This design comes from an exercise in tuning for small area and a short achievable clock period on the open sky130 flow, not from production work.
Function was checked by simulation only, so behaviour that the tests miss may differ from the original.
Power and IR drop assume default switching activity.

==> run A <==
==> flow/design.v <==
package step_pkg;
  localparam int STEP_AXES = 4;
endpackage
module step_csr
(
  input  logic        rst,
  input  logic [7:0]  address,
  input  logic [31:0] writedata,
  input  logic        write,
  input  logic        read,
  output logic [3:0]  per_w,
  output logic [3:0]  per_k,
  output logic [3:0]  pul_w,
  output logic [3:0]  pul_k,
  output logic [3:0]  dir_w,
  output logic [3:0]  dir_k,
  output logic [3:0]  stop_nx,   
  output logic [3:0]  go_nx,
  output logic        err_nx,    
  output logic        wd_zero,   
  output logic        wd_hi,     
  output logic        rd_hold,   
  output logic        rd_err,    
  output logic [3:0]  rd_st,
  output logic [3:0]  rd_cnt,
  output logic [3:0]  rd_per,
  output logic [3:0]  rd_pul,
  output logic [3:0]  rd_dir
);
  logic [3:0] page;
  logic [3:0] off;
  logic       wr_ok;
  logic       rd_go;
  assign page  = address[7:4];
  assign off   = address[3:0];
  assign wr_ok = ~rst & write;
  assign rd_go = ~rst & read & ~write;
  assign wd_hi   = |writedata[31:1];
  assign wd_zero = ~wd_hi & ~writedata[0];
  assign err_nx  = write & ~((page[3:2] == 2'b00) &&
                             ((off == 4'd0) || (off == 4'd5) ||
                              (off == 4'd6) || (off == 4'd7)));
  assign rd_hold = ~rst & ~(read & ~write);
  assign rd_err  = rd_go & (page == 4'd15) & (off == 4'd0);
  always_comb
    for (int i = 0; i < 4; i++)
    begin
      per_w[i]   = wr_ok & (page == 4'(i)) & (off == 4'd5);
      per_k[i]   = ~rst & ~(write & (page == 4'(i)) & (off == 4'd5));
      pul_w[i]   = wr_ok & (page == 4'(i)) & (off == 4'd6);
      pul_k[i]   = ~rst & ~(write & (page == 4'(i)) & (off == 4'd6));
      dir_w[i]   = wr_ok & (page == 4'(i)) & (off == 4'd7);
      dir_k[i]   = ~rst & ~(write & (page == 4'(i)) & (off == 4'd7));
      stop_nx[i] = wr_ok & (page == 4'(i)) & (off == 4'd0) & writedata[0];
      go_nx[i]   = wr_ok & (page == 4'(i)) & (off == 4'd0) &
                   (writedata[1] | writedata[2]);
      rd_st[i]   = rd_go & (page == 4'(i)) & (off == 4'd2);
      rd_cnt[i]  = rd_go & (page == 4'(i)) & (off == 4'd4);
      rd_per[i]  = rd_go & (page == 4'(i)) & (off == 4'd5);
      rd_pul[i]  = rd_go & (page == 4'(i)) & (off == 4'd6);
      rd_dir[i]  = rd_go & (page == 4'(i)) & (off == 4'd7);
    end
endmodule
module step_hold32
(
  input  logic        clk,
  input  logic        ld,
  input  logic        kp,
  input  logic [31:0] d,
  output logic [31:0] nx,
  output logic [31:0] q
);
  assign nx = ({32{ld}} & d) | ({32{kp}} & q);
  always_ff @(posedge clk)
    q <= nx;
endmodule
import step_pkg::*;
module step_axis
(
  input  logic        clk,
  input  logic        rst,
  input  logic [31:0] wd,        
  input  logic        wd_zero,   
  input  logic        wd_hi,     
  input  logic        per_w,     
  input  logic        per_k,     
  input  logic        pul_w,
  input  logic        pul_k,
  input  logic        dir_w,
  input  logic        dir_k,
  input  logic        stop,      
  input  logic        go,        
  input  logic        go_free,   
  output logic [1:0]  state,
  output logic [31:0] count,
  output logic [31:0] period,
  output logic [31:0] pulses,
  output logic        cfg_dir,
  output logic        step,
  output logic        dir,
  output logic        enable
);
  function automatic logic [31:0] inc32(input logic [31:0] a);
    logic [7:0] ga;
    logic [7:0] ci;
    for (int j = 0; j < 8; j++)
      ga[j] = &a[4*j +: 4];
    ci[0] = 1'b1;
    for (int j = 1; j < 8; j++)
      ci[j] = ci[j-1] & ga[j-1];
    for (int j = 0; j < 8; j++)
    begin
      inc32[4*j]   = a[4*j]   ^ ci[j];
      inc32[4*j+1] = a[4*j+1] ^ (ci[j] & a[4*j]);
      inc32[4*j+2] = a[4*j+2] ^ (ci[j] & a[4*j] & a[4*j+1]);
      inc32[4*j+3] = a[4*j+3] ^ (ci[j] & a[4*j] & a[4*j+1] & a[4*j+2]);
    end
  endfunction
  function automatic logic ge32(input logic [31:0] a, input logic [31:0] b);
    logic [31:0] g, p, gn, pn;
    for (int i = 0; i < 32; i++)
    begin
      g[i] = a[i] & ~b[i];
      p[i] = ~(a[i] ^ b[i]);
    end
    g[0] = g[0] | p[0];
    p[0] = 1'b0;
    for (int s = 1; s < 32; s = s * 2)
    begin
      gn = g;
      pn = p;
      for (int i = 0; i < 32; i++)
        if ((i / s) % 2 == 1)
        begin
          gn[i] = g[i] | (p[i] & g[(i / s) * s - 1]);
          pn[i] = p[i] & p[(i / s) * s - 1];
        end
      g = gn;
      p = pn;
    end
    ge32 = g[31];
  endfunction
  logic        s_free;    
  logic        s_cnt;     
  logic [31:0] t_nx;      
  logic        per_hi;    
  logic        pul_zero;  
  logic        last;      
  logic        step_q;
  logic        idle;
  logic        entry;
  logic        nx_free;
  logic        nx_cnt;
  logic [31:0] period_d;
  logic [31:0] pulses_d;
  logic        per_hi_d;
  logic [31:0] t_inc;
  logic [31:0] c_inc;
  logic        t_run;     
  logic        t_eq;
  assign idle  = ~(s_free | s_cnt);
  assign entry = idle & go;
  assign nx_free = (entry & go_free) | (s_free & ~stop);
  assign nx_cnt  = (entry & ~go_free) |
                   (s_cnt & ~stop & ~pul_zero & ~(step_q & last));
  assign enable = nx_free | nx_cnt;
  assign step   = step_q;
  step_hold32 u_period (.clk(clk), .ld(per_w), .kp(per_k), .d(wd), .nx(period_d), .q(period));
  step_hold32 u_pulses (.clk(clk), .ld(pul_w), .kp(pul_k), .d(wd), .nx(pulses_d), .q(pulses));
  assign per_hi_d = (per_w & wd_hi) | (per_k & per_hi);
  assign t_inc = inc32(t_nx);
  assign c_inc = inc32(count);
  assign t_run = ~rst & ~step_q & ((s_free & ~stop) | (s_cnt & ~stop & ~pul_zero));
  assign t_eq = (t_nx[31:2] == period_d[31:2]) &
                (t_nx[1] == (period_d[1] | ~per_hi_d)) &
                (t_nx[0] == (period_d[0] & per_hi_d));
  logic cnt_s, cnt_k;
  assign cnt_s = ~(rst | entry) & step_q;
  assign cnt_k = ~(rst | entry) & ~step_q;
  step_hold32 u_count (.clk(clk), .ld(cnt_s), .kp(cnt_k), .d(c_inc), .nx(), .q(count));
  always_ff @(posedge clk)
  begin
    per_hi   <= per_hi_d;
    pul_zero <= ~(pul_w | pul_k) | (pul_w & wd_zero) | (pul_k & pul_zero);
    cfg_dir  <= (dir_w & wd[0]) | (dir_k & cfg_dir);
    s_free   <= ~rst & nx_free;
    s_cnt    <= ~rst & nx_cnt;
    step_q   <= t_run & t_eq;
    last     <= ge32(c_inc, pulses_d);
    if (idle)
      t_nx <= 32'd1;
    else if (step_q)
      t_nx <= 32'd2;
    else
      t_nx <= t_inc;
    if (rst)
      dir <= 1'b0;
    else if (entry)
      dir <= cfg_dir;
  end
  assign state = {s_cnt, s_free};
endmodule
module step_readback
(
  input  logic              clk,
  input  logic              hold,
  input  logic [11:0]       sel,    
  input  logic [11:0][31:0] word,
  input  logic [1:0]        low,    
  output logic [31:0]       q
);
  logic [31:0] nx;
  always_comb
  begin
    nx = ({32{hold}} & q) | {30'd0, low};
    for (int k = 0; k < 12; k++)
      nx = nx | ({32{sel[k]}} & word[k]);
  end
  always_ff @(posedge clk)
    q <= nx;
endmodule
import step_pkg::*;
module step_top
(
  input  logic                      clk,
  input  logic                      rst,
  input  logic [7:0]                address,
  input  logic [31:0]               writedata,
  input  logic                      write,
  input  logic                      read,
  output logic [31:0]               readdata,
  output logic [4-1:0] step,
  output logic [4-1:0] dir,
  output logic [4-1:0] enable
);
  logic [3:0] per_w, per_k, pul_w, pul_k, dir_w, dir_k;
  logic [3:0] stop_nx, go_nx;
  logic       err_nx;
  logic       wd_zero;
  logic       wd_hi;
  logic       rd_hold;
  logic       rd_err;
  logic [3:0] rd_st, rd_cnt, rd_per, rd_pul, rd_dir;
  logic       wr_err;
  logic [3:0] c_stop;
  logic [3:0] c_go;       
  logic       c_free;     
  logic [3:0][1:0]  st;
  logic [3:0][31:0] cnt;
  logic [3:0][31:0] per;
  logic [3:0][31:0] pul;
  logic [3:0]       cdir;
  step_csr u_csr
  (
    .rst       (rst),
    .address   (address),
    .writedata (writedata),
    .write     (write),
    .read      (read),
    .per_w     (per_w),
    .per_k     (per_k),
    .pul_w     (pul_w),
    .pul_k     (pul_k),
    .dir_w     (dir_w),
    .dir_k     (dir_k),
    .stop_nx   (stop_nx),
    .go_nx     (go_nx),
    .err_nx    (err_nx),
    .wd_zero   (wd_zero),
    .wd_hi     (wd_hi),
    .rd_hold   (rd_hold),
    .rd_err    (rd_err),
    .rd_st     (rd_st),
    .rd_cnt    (rd_cnt),
    .rd_per    (rd_per),
    .rd_pul    (rd_pul),
    .rd_dir    (rd_dir)
  );
  always_ff @(posedge clk)
  begin
    wr_err <= ~rst & (wr_err | err_nx);
    c_free <= writedata[1];
    c_stop <= stop_nx;
    c_go   <= go_nx;
  end
  for (genvar i = 0; i < 4; i++)
  begin : g_axis
    step_axis u_axis
    (
      .clk     (clk),
      .rst     (rst),
      .wd      (writedata),
      .wd_zero (wd_zero),
      .wd_hi   (wd_hi),
      .per_w   (per_w[i]),
      .per_k   (per_k[i]),
      .pul_w   (pul_w[i]),
      .pul_k   (pul_k[i]),
      .dir_w   (dir_w[i]),
      .dir_k   (dir_k[i]),
      .stop    (c_stop[i]),
      .go      (c_go[i]),
      .go_free (c_free),
      .state   (st[i]),
      .count   (cnt[i]),
      .period  (per[i]),
      .pulses  (pul[i]),
      .cfg_dir (cdir[i]),
      .step    (step[i]),
      .dir     (dir[i]),
      .enable  (enable[i])
    );
  end
  logic [11:0]       rsel;
  logic [11:0][31:0] rword;
  logic [1:0]        rlow;
  always_comb
  begin
    rlow = {1'b0, rd_err & wr_err};
    for (int i = 0; i < 4; i++)
    begin
      rsel[3*i]    = rd_cnt[i];
      rsel[3*i+1]  = rd_per[i];
      rsel[3*i+2]  = rd_pul[i];
      rword[3*i]   = cnt[i];
      rword[3*i+1] = per[i];
      rword[3*i+2] = pul[i];
      rlow = rlow | ({2{rd_st[i]}} & st[i]) | {1'b0, rd_dir[i] & cdir[i]};
    end
  end
  step_readback u_rd (.clk(clk), .hold(rd_hold), .sel(rsel), .word(rword), .low(rlow), .q(readdata));
endmodule
==> flow/flow/run.sh <==
#!/bin/bash
# The standard layout with two changes:
# - synthesis is the standard flow's own script with one substitution (flow/mix_synth.tcl):
#   the small register, read-back and bus-decode modules are mapped with ORFS's ABC speed
#   script, the rest with its area script; flip-flops are mapped before that
#   step, so the registers are the standard synthesis's;
# - plain buffers (not delay cells) on the ports, so that repair can size them;
#   every port still gets its buffer as in the standard flow.
set -euo pipefail
cd "$(dirname "$0")/.."
W=$(pwd)
bash standard.sh "SYNTH_SCRIPT=$W/flow/mix_synth.tcl" \
  "BUFFER_PORTS_ARGS=-buffer_cell sky130_fd_sc_hd__buf_2" finish > make_finish.log 2>&1
==> flow/flow/mix_synth.tcl <==
# synth_recipe.tcl (the standard synthesis script) with one change: the
# final technology mapping maps the small register, read-back and decode modules
# (step_hold32, step_readback, step_csr) with ORFS's speed script and every other
# module with ORFS's area script. Flip-flops are mapped before this step, so
# the registers are exactly the standard synthesis's.
proc synth {args} { yosys synth -nofsm -noshare {*}$args }
proc abc {args} {
  set i [lsearch -exact $args -script]
  if {$i < 0} { yosys abc {*}$args; return }
  set fast $args
  set small $args
  lset fast [expr {$i + 1}] $::env(SCRIPTS_DIR)/abc_speed.script
  lset small [expr {$i + 1}] $::env(SCRIPTS_DIR)/abc_area.script
  yosys abc {*}$fast step_hold32 step_readback step_csr
  yosys abc {*}$small step_axis step_top
}
source $::env(SCRIPTS_DIR)/synth.tcl
# left out here: clear keep_hierarchy, flatten, clean up, hide names made inside functions, write 1_2_yosys.v
==> flow/standard.sh <==
#!/bin/bash
# synth_recipe.tcl (not shown) runs the flow's synth.tcl, then flattens the netlist and writes it again
# the make line also repeats each setting of config.mk as NAME=value (left out here)
make -C /OpenROAD-flow-scripts/flow DESIGN_CONFIG=/design/flow/config.mk WORK_HOME=/design/flow/orfs CLKGATE_MAP_FILE= SYNTH_SCRIPT=/design/flow/synth_recipe.tcl "${@:-finish}"
==> flow/config.mk <==
export PLATFORM = sky130hd
export DESIGN_NAME = step_top
export DESIGN_NICKNAME = step_top
export VERILOG_FILES = /design/flow/design.v
export SDC_FILE = /design/flow/constraint.sdc
export NUM_CORES = 4
export LEC_CHECK = 0
export ABC_AREA = 1
export CAP_MARGIN = 20
export CORE_MARGIN = 2
export CORE_UTILIZATION = 40
export CTS_CLUSTER_DIAMETER = 100
export CTS_CLUSTER_SIZE = 20
export SETUP_SLACK_MARGIN = 4.0
export SLEW_MARGIN = 20
export SYNTH_HIERARCHICAL = 1
export TNS_END_PERCENT = 10
==> flow/constraint.sdc <==
create_clock -name core_clock -period 7.0 [get_ports {clk}]
set_input_delay 1.4000 -clock core_clock [delete_from_list [all_inputs] [get_ports {clk}]]
set_output_delay 1.4000 -clock core_clock [all_outputs]
set_load 0.01 [all_outputs]
==> run F (differences from run A) <==
--- a/flow/flow/run.sh
+++ b/flow/flow/run.sh
@@ -3,3 +3,3 @@
 # - synthesis is the standard flow's own script with one substitution (flow/mix_synth.tcl):
-#   the small register, read-back and bus-decode modules are mapped with ORFS's ABC speed
+#   the small register and read-back modules are mapped with ORFS's ABC speed
 #   script, the rest with its area script; flip-flops are mapped before that
--- a/flow/flow/mix_synth.tcl
+++ b/flow/flow/mix_synth.tcl
@@ -1,4 +1,4 @@
 # synth_recipe.tcl (the standard synthesis script) with one change: the
-# final technology mapping maps the small register, read-back and decode modules
-# (step_hold32, step_readback, step_csr) with ORFS's speed script and every other
+# final technology mapping maps the small register and read-back modules
+# (step_hold32, step_readback) with ORFS's speed script and every other
 # module with ORFS's area script. Flip-flops are mapped before this step, so
@@ -13,4 +13,4 @@
   lset small [expr {$i + 1}] $::env(SCRIPTS_DIR)/abc_area.script
-  yosys abc {*}$fast step_hold32 step_readback step_csr
-  yosys abc {*}$small step_axis step_top
+  yosys abc {*}$fast step_hold32 step_readback
+  yosys abc {*}$small step_axis step_csr step_top
 }
- TNS_END_PERCENT: 10 -> 0
==> run_results.csv <==
group,metric,value,unit
power,power.switching,1.40,mW
critical_path,cp.required,7520,ps
final_layout,mostFrequentLayoutCells,"dfxtp_1, a22o_1, inv_1",
die,fp.dieH,275,um
outcome,status,"complete, no violations",
critical_path,crit_start,"address[2]",
synth,synth_cells,3203,
synth,synth_fa_ha_area_share,13.1,%
The numbers above come from run A.

==> run_results.csv <==
group,metric,value,unit
final_layout,mostFrequentLayoutCells,"dfxtp_1, inv_1, a22o_1",
outcome,status,"complete, no violations",
synth,synth_fa_ha_area_share,13.1,%
critical_path,cp.required,7450,ps
synth,synth_cells,3239,
power,p_total,5.68,mW
die,fp.dieH,275,um
synth,synth-edff-count,0,
power,power.switching,1.34,mW
The numbers above come from run F.


========
==> v23 <==
// step_top: RTL as listed in full above, without the edits since
clock: 7.0 ns
lec_check: 0
abc_area: 1
cap_margin: 20
core_margin: 2
core_utilization: 40
cts_cluster_diameter: 100
cts_cluster_size: 20
setup_slack_margin: 4.0
slew_margin: 20
synth_hierarchical: 1
tns_end_percent: 5
standard.sh (not shown) runs the stock make flow with config.mk's settings and CLKGATE_MAP_FILE= SYNTH_SCRIPT=/design/flow/synth_recipe.tcl, a recipe that flattens the netlist after the stock synthesis.
==> flow/flow/run.sh <==
#!/bin/bash
# The standard layout with two changes:
# - synthesis is the standard flow's own script with one substitution (flow/mix_synth.tcl):
#   the small register, read-back and bus-decode modules are mapped with ORFS's ABC speed
#   script, the rest with its area script; flip-flops are mapped before that
#   step, so the registers are the standard synthesis's;
# - plain buffers (not delay cells) on the ports, so that repair can size them;
#   every port still gets its buffer as in the standard flow.
set -euo pipefail
cd "$(dirname "$0")/.."
W=$(pwd)
bash standard.sh "SYNTH_SCRIPT=$W/flow/mix_synth.tcl" \
  "BUFFER_PORTS_ARGS=-buffer_cell sky130_fd_sc_hd__buf_2" finish > make_finish.log 2>&1
==> flow/flow/mix_synth.tcl <==
# synth_recipe.tcl (the standard synthesis script) with one change: the
# final technology mapping maps the small register, read-back and decode modules
# (step_hold32, step_readback, step_csr) with ORFS's speed script and every other
# module with ORFS's area script. Flip-flops are mapped before this step, so
# the registers are exactly the standard synthesis's.
proc synth {args} { yosys synth -nofsm -noshare {*}$args }
proc abc {args} {
  set i [lsearch -exact $args -script]
  if {$i < 0} { yosys abc {*}$args; return }
  set fast $args
  set small $args
  lset fast [expr {$i + 1}] $::env(SCRIPTS_DIR)/abc_speed.script
  lset small [expr {$i + 1}] $::env(SCRIPTS_DIR)/abc_area.script
  yosys abc {*}$fast step_hold32 step_readback step_csr
  yosys abc {*}$small step_axis step_top
}
source $::env(SCRIPTS_DIR)/synth.tcl
# left out here: clear keep_hierarchy, flatten, clean up, hide names made inside functions, write 1_2_yosys.v
==> inputs of v6, as changes to v23 <==
--- a/flow/design.v
+++ b/flow/design.v
@@ -61,19 +61,6 @@
       rd_dir[i]  = rd_go & (page == 4'(i)) & (off == 4'd7);
     end
 endmodule
-module step_hold32
-(
-  input  logic        clk,
-  input  logic        ld,
-  input  logic        kp,
-  input  logic [31:0] d,
-  output logic [31:0] nx,
-  output logic [31:0] q
-);
-  assign nx = ({32{ld}} & d) | ({32{kp}} & q);
-  always_ff @(posedge clk)
-    q <= nx;
-endmodule
 import step_pkg::*;
 module step_axis
 (
@@ -165,8 +152,8 @@
                    (s_cnt & ~stop & ~pul_zero & ~(step_q & last));
   assign enable = nx_free | nx_cnt;
   assign step   = step_q;
-  step_hold32 u_period (.clk(clk), .ld(per_w), .kp(per_k), .d(wd), .nx(period_d), .q(period));
-  step_hold32 u_pulses (.clk(clk), .ld(pul_w), .kp(pul_k), .d(wd), .nx(pulses_d), .q(pulses));
+  assign period_d = ({32{per_w}} & wd) | ({32{per_k}} & period);
+  assign pulses_d = ({32{pul_w}} & wd) | ({32{pul_k}} & pulses);
   assign per_hi_d = (per_w & wd_hi) | (per_k & per_hi);
   assign t_inc = inc32(t_nx);
   assign c_inc = inc32(count);
@@ -177,9 +164,10 @@
   logic cnt_s, cnt_k;
   assign cnt_s = ~(rst | entry) & step_q;
   assign cnt_k = ~(rst | entry) & ~step_q;
-  step_hold32 u_count (.clk(clk), .ld(cnt_s), .kp(cnt_k), .d(c_inc), .nx(), .q(count));
   always_ff @(posedge clk)
   begin
+    period   <= period_d;
+    pulses   <= pulses_d;
     per_hi   <= per_hi_d;
     pul_zero <= ~(pul_w | pul_k) | (pul_w & wd_zero) | (pul_k & pul_zero);
     cfg_dir  <= (dir_w & wd[0]) | (dir_k & cfg_dir);
@@ -193,6 +181,7 @@
       t_nx <= 32'd2;
     else
       t_nx <= t_inc;
+    count    <= ({32{cnt_s}} & c_inc) | ({32{cnt_k}} & count);
     if (rst)
       dir <= 1'b0;
     else if (entry)
@@ -200,25 +189,6 @@
   end
   assign state = {s_cnt, s_free};
 endmodule
-module step_readback
-(
-  input  logic              clk,
-  input  logic              hold,
-  input  logic [11:0]       sel,    
-  input  logic [11:0][31:0] word,
-  input  logic [1:0]        low,    
-  output logic [31:0]       q
-);
-  logic [31:0] nx;
-  always_comb
-  begin
-    nx = ({32{hold}} & q) | {30'd0, low};
-    for (int k = 0; k < 12; k++)
-      nx = nx | ({32{sel[k]}} & word[k]);
-  end
-  always_ff @(posedge clk)
-    q <= nx;
-endmodule
 import step_pkg::*;
 module step_top
 (
@@ -311,22 +281,15 @@
       .enable  (enable[i])
     );
   end
-  logic [11:0]       rsel;
-  logic [11:0][31:0] rword;
-  logic [1:0]        rlow;
+  logic [31:0] rd_d;
   always_comb
   begin
-    rlow = {1'b0, rd_err & wr_err};
+    rd_d = ({32{rd_hold}} & readdata) | {31'd0, rd_err & wr_err};
     for (int i = 0; i < 4; i++)
-    begin
-      rsel[3*i]    = rd_cnt[i];
-      rsel[3*i+1]  = rd_per[i];
-      rsel[3*i+2]  = rd_pul[i];
-      rword[3*i]   = cnt[i];
-      rword[3*i+1] = per[i];
-      rword[3*i+2] = pul[i];
-      rlow = rlow | ({2{rd_st[i]}} & st[i]) | {1'b0, rd_dir[i] & cdir[i]};
-    end
+      rd_d = rd_d | ({32{rd_cnt[i]}} & cnt[i]) | ({32{rd_per[i]}} & per[i]) |
+                    ({32{rd_pul[i]}} & pul[i]) | {30'd0, {2{rd_st[i]}} & st[i]} |
+                    {31'd0, rd_dir[i] & cdir[i]};
   end
-  step_readback u_rd (.clk(clk), .hold(rd_hold), .sel(rsel), .word(rword), .low(rlow), .q(readdata));
+  always_ff @(posedge clk)
+    readdata <= rd_d;
 endmodule
==> flow/flow/run.sh (replaced) <==
#!/bin/bash
# The standard layout, with plain buffers (not delay cells) on the ports so that
# repair can size them; every port still gets its buffer as in the standard flow.
set -euo pipefail
cd "$(dirname "$0")/.."
bash standard.sh "BUFFER_PORTS_ARGS=-buffer_cell sky130_fd_sc_hd__buf_2" finish > make_finish.log 2>&1
removed: flow/flow/mix_synth.tcl
==> inputs of v5, as changes to v23 <==
--- a/flow/design.v
+++ b/flow/design.v
@@ -61,19 +61,6 @@
       rd_dir[i]  = rd_go & (page == 4'(i)) & (off == 4'd7);
     end
 endmodule
-module step_hold32
-(
-  input  logic        clk,
-  input  logic        ld,
-  input  logic        kp,
-  input  logic [31:0] d,
-  output logic [31:0] nx,
-  output logic [31:0] q
-);
-  assign nx = ({32{ld}} & d) | ({32{kp}} & q);
-  always_ff @(posedge clk)
-    q <= nx;
-endmodule
 import step_pkg::*;
 module step_axis
 (
@@ -165,8 +152,8 @@
                    (s_cnt & ~stop & ~pul_zero & ~(step_q & last));
   assign enable = nx_free | nx_cnt;
   assign step   = step_q;
-  step_hold32 u_period (.clk(clk), .ld(per_w), .kp(per_k), .d(wd), .nx(period_d), .q(period));
-  step_hold32 u_pulses (.clk(clk), .ld(pul_w), .kp(pul_k), .d(wd), .nx(pulses_d), .q(pulses));
+  assign period_d = ({32{per_w}} & wd) | ({32{per_k}} & period);
+  assign pulses_d = ({32{pul_w}} & wd) | ({32{pul_k}} & pulses);
   assign per_hi_d = (per_w & wd_hi) | (per_k & per_hi);
   assign t_inc = inc32(t_nx);
   assign c_inc = inc32(count);
@@ -177,9 +164,10 @@
   logic cnt_s, cnt_k;
   assign cnt_s = ~(rst | entry) & step_q;
   assign cnt_k = ~(rst | entry) & ~step_q;
-  step_hold32 u_count (.clk(clk), .ld(cnt_s), .kp(cnt_k), .d(c_inc), .nx(), .q(count));
   always_ff @(posedge clk)
   begin
+    period   <= period_d;
+    pulses   <= pulses_d;
     per_hi   <= per_hi_d;
     pul_zero <= ~(pul_w | pul_k) | (pul_w & wd_zero) | (pul_k & pul_zero);
     cfg_dir  <= (dir_w & wd[0]) | (dir_k & cfg_dir);
@@ -193,6 +181,7 @@
       t_nx <= 32'd2;
     else
       t_nx <= t_inc;
+    count    <= ({32{cnt_s}} & c_inc) | ({32{cnt_k}} & count);
     if (rst)
       dir <= 1'b0;
     else if (entry)
@@ -200,25 +189,6 @@
   end
   assign state = {s_cnt, s_free};
 endmodule
-module step_readback
-(
-  input  logic              clk,
-  input  logic              hold,
-  input  logic [11:0]       sel,    
-  input  logic [11:0][31:0] word,
-  input  logic [1:0]        low,    
-  output logic [31:0]       q
-);
-  logic [31:0] nx;
-  always_comb
-  begin
-    nx = ({32{hold}} & q) | {30'd0, low};
-    for (int k = 0; k < 12; k++)
-      nx = nx | ({32{sel[k]}} & word[k]);
-  end
-  always_ff @(posedge clk)
-    q <= nx;
-endmodule
 import step_pkg::*;
 module step_top
 (
@@ -311,22 +281,15 @@
       .enable  (enable[i])
     );
   end
-  logic [11:0]       rsel;
-  logic [11:0][31:0] rword;
-  logic [1:0]        rlow;
+  logic [31:0] rd_d;
   always_comb
   begin
-    rlow = {1'b0, rd_err & wr_err};
+    rd_d = ({32{rd_hold}} & readdata) | {31'd0, rd_err & wr_err};
     for (int i = 0; i < 4; i++)
-    begin
-      rsel[3*i]    = rd_cnt[i];
-      rsel[3*i+1]  = rd_per[i];
-      rsel[3*i+2]  = rd_pul[i];
-      rword[3*i]   = cnt[i];
-      rword[3*i+1] = per[i];
-      rword[3*i+2] = pul[i];
-      rlow = rlow | ({2{rd_st[i]}} & st[i]) | {1'b0, rd_dir[i] & cdir[i]};
-    end
+      rd_d = rd_d | ({32{rd_cnt[i]}} & cnt[i]) | ({32{rd_per[i]}} & per[i]) |
+                    ({32{rd_pul[i]}} & pul[i]) | {30'd0, {2{rd_st[i]}} & st[i]} |
+                    {31'd0, rd_dir[i] & cdir[i]};
   end
-  step_readback u_rd (.clk(clk), .hold(rd_hold), .sel(rsel), .word(rword), .low(rlow), .q(readdata));
+  always_ff @(posedge clk)
+    readdata <= rd_d;
 endmodule
==> flow/flow/run.sh (replaced) <==
#!/bin/bash
# The standard layout, with plain buffers (not delay cells) on the ports so that
# repair can size them; every port still gets its buffer as in the standard flow.
set -euo pipefail
cd "$(dirname "$0")/.."
bash standard.sh "BUFFER_PORTS_ARGS=-buffer_cell sky130_fd_sc_hd__buf_2" finish > make_finish.log 2>&1
Settings changed: CTS_CLUSTER_DIAMETER 100 to 80, CTS_CLUSTER_SIZE 20 to 16.
removed: flow/flow/mix_synth.tcl
==> inputs of v12, as changes to v23 <==
Settings changed: CORE_UTILIZATION 40 to 33, TNS_END_PERCENT 5 to 0.
==> comparison table <==
| quantity | v6 | v5 | v23 | v12 |
|---|---|---|---|---|
| Number of antenna violations at the first check in global routing | 9 | 9 | 6 | 7 |
| Logic gate share of total power | 0.048 | 0.047 | 0.040 | 0.038 |
| Outcome | finished clean | finished clean | finished clean | finished clean |
| Met3 Use GR | 0.0558 | 0.0566 | 0.0515 | 0.0513 |
| Worst setup path end | readdata[10] | g_axis[2].u_axis.step_q | u_rd.q[5] | u_rd.q[3] |
| Fill cell instance count of the final layout | 7703 | 7616 | 7166 | 8919 |
| GR Util All Layers | 0.284 | 0.284 | 0.274 | 0.236 |
| Share of final layout cell area taken by clock buffers and inverters | 0.0262 | 0.0360 | 0.0295 | 0.0303 |
| PwrDens | 166 nW/um^2 | 175 nW/um^2 | 176 nW/um^2 | 175 nW/um^2 |
| Largest net degree at the start of global routing | 38 | 38 | 35 | 34 |
| Die width | 281 um | 281 um | 275 um | 302 um |
| Number of cell instances on the worst register-to-register path | 18 | 18 | 17 | 17 |
| Syn Inst Count | 4042 | 4042 | 3203 | 3203 |
| Maximum VDD drop | 197 uV | 151 uV | 227 uV | 155 uV |
| Fraction of area in multi-input gates | 0.472 | 0.473 | 0.480 | 0.476 |
| Post-CTS setup-driven buffer insertion count | 69 | 57 | 34 | 38 |
| Via count of the first global-routing pass | 26200 | 26300 | 22700 | 23500 |
| Finished Core Util | 0.456 | 0.465 | 0.447 | 0.373 |
| Cell Rows | 101 | 101 | 99 | 109 |
| Critical Path Fanout Max | 37 | 29 | 19 | 17 |
| Resized Gates After CTS | 186 | 198 | 70 | 58 |
| Minimum setup slack among reg-to-reg paths | 3.79 ns | 3.79 ns | 3.77 ns | 3.78 ns |
| Post-DR vias/cell | 5.29 | 5.32 | 5.84 | 5.62 |
| Capture instance of the worst register-to-register path | g_axis[1].u_axis.last | g_axis[0].u_axis.last | g_axis[3].u_axis.last | g_axis[2].u_axis.last |
| Floorplan Core Area | 75900 sq um | 75900 sq um | 72800 sq um | 88200 sq um |
| Sequential portion of the cell area | 0.340 | 0.333 | 0.360 | 0.357 |

static timing again, ports no longer ideal:
The results above use ideal ports. As a check the final layouts listed here were re-extracted and re-timed, cells and wires unchanged. Step 1 (the two cells are an assumption about what drives the block):
set clk [get_ports {clk}]
set_driving_cell -lib_cell sky130_fd_sc_hd__clkbuf_16 $clk
set_driving_cell -lib_cell sky130_fd_sc_hd__buf_2 [delete_from_list [all_inputs] $clk]
Step 2 times the ports against the registers' clock, not the clock port: input delays grow and output delays shrink by t, the midpoint of the rising clock arrivals with the driver on. a / b / c = ideal ports / drivers / drivers and shift; a / b = the first two.
run	t, ns	setup slack, ns	worst hold slack (ns)	worst setup path at the end	worst register clock-pin slew, ns
run A	0.645	3.615 / 3.647 / 3.002	0.478 / 0.478 / 0.478	input to register	0.10 / 0.10
run F	0.647	3.593 / 3.634 / 2.988	0.467 / 0.467 / 0.467	input to register	0.09 / 0.09
v23	0.651	3.590 / 3.632 / 2.981	0.479 / 0.479 / 0.479	input to register	0.09 / 0.09
v6	0.641	3.691 / 3.674 / 3.034	0.471 / 0.471 / 0.471	input to register	0.10 / 0.10
v5	0.659	3.697 / 3.723 / 3.064	0.468 / 0.468 / 0.468	input to register	0.08 / 0.08
v12	0.659	3.648 / 3.636 / 3.032	0.468 / 0.468 / 0.468	input to register	0.09 / 0.09
After both steps every run listed still meets setup and hold. The setup slack of v6, which loses most, moves by -0.017 ns with the drivers and by -0.657 ns with both steps.
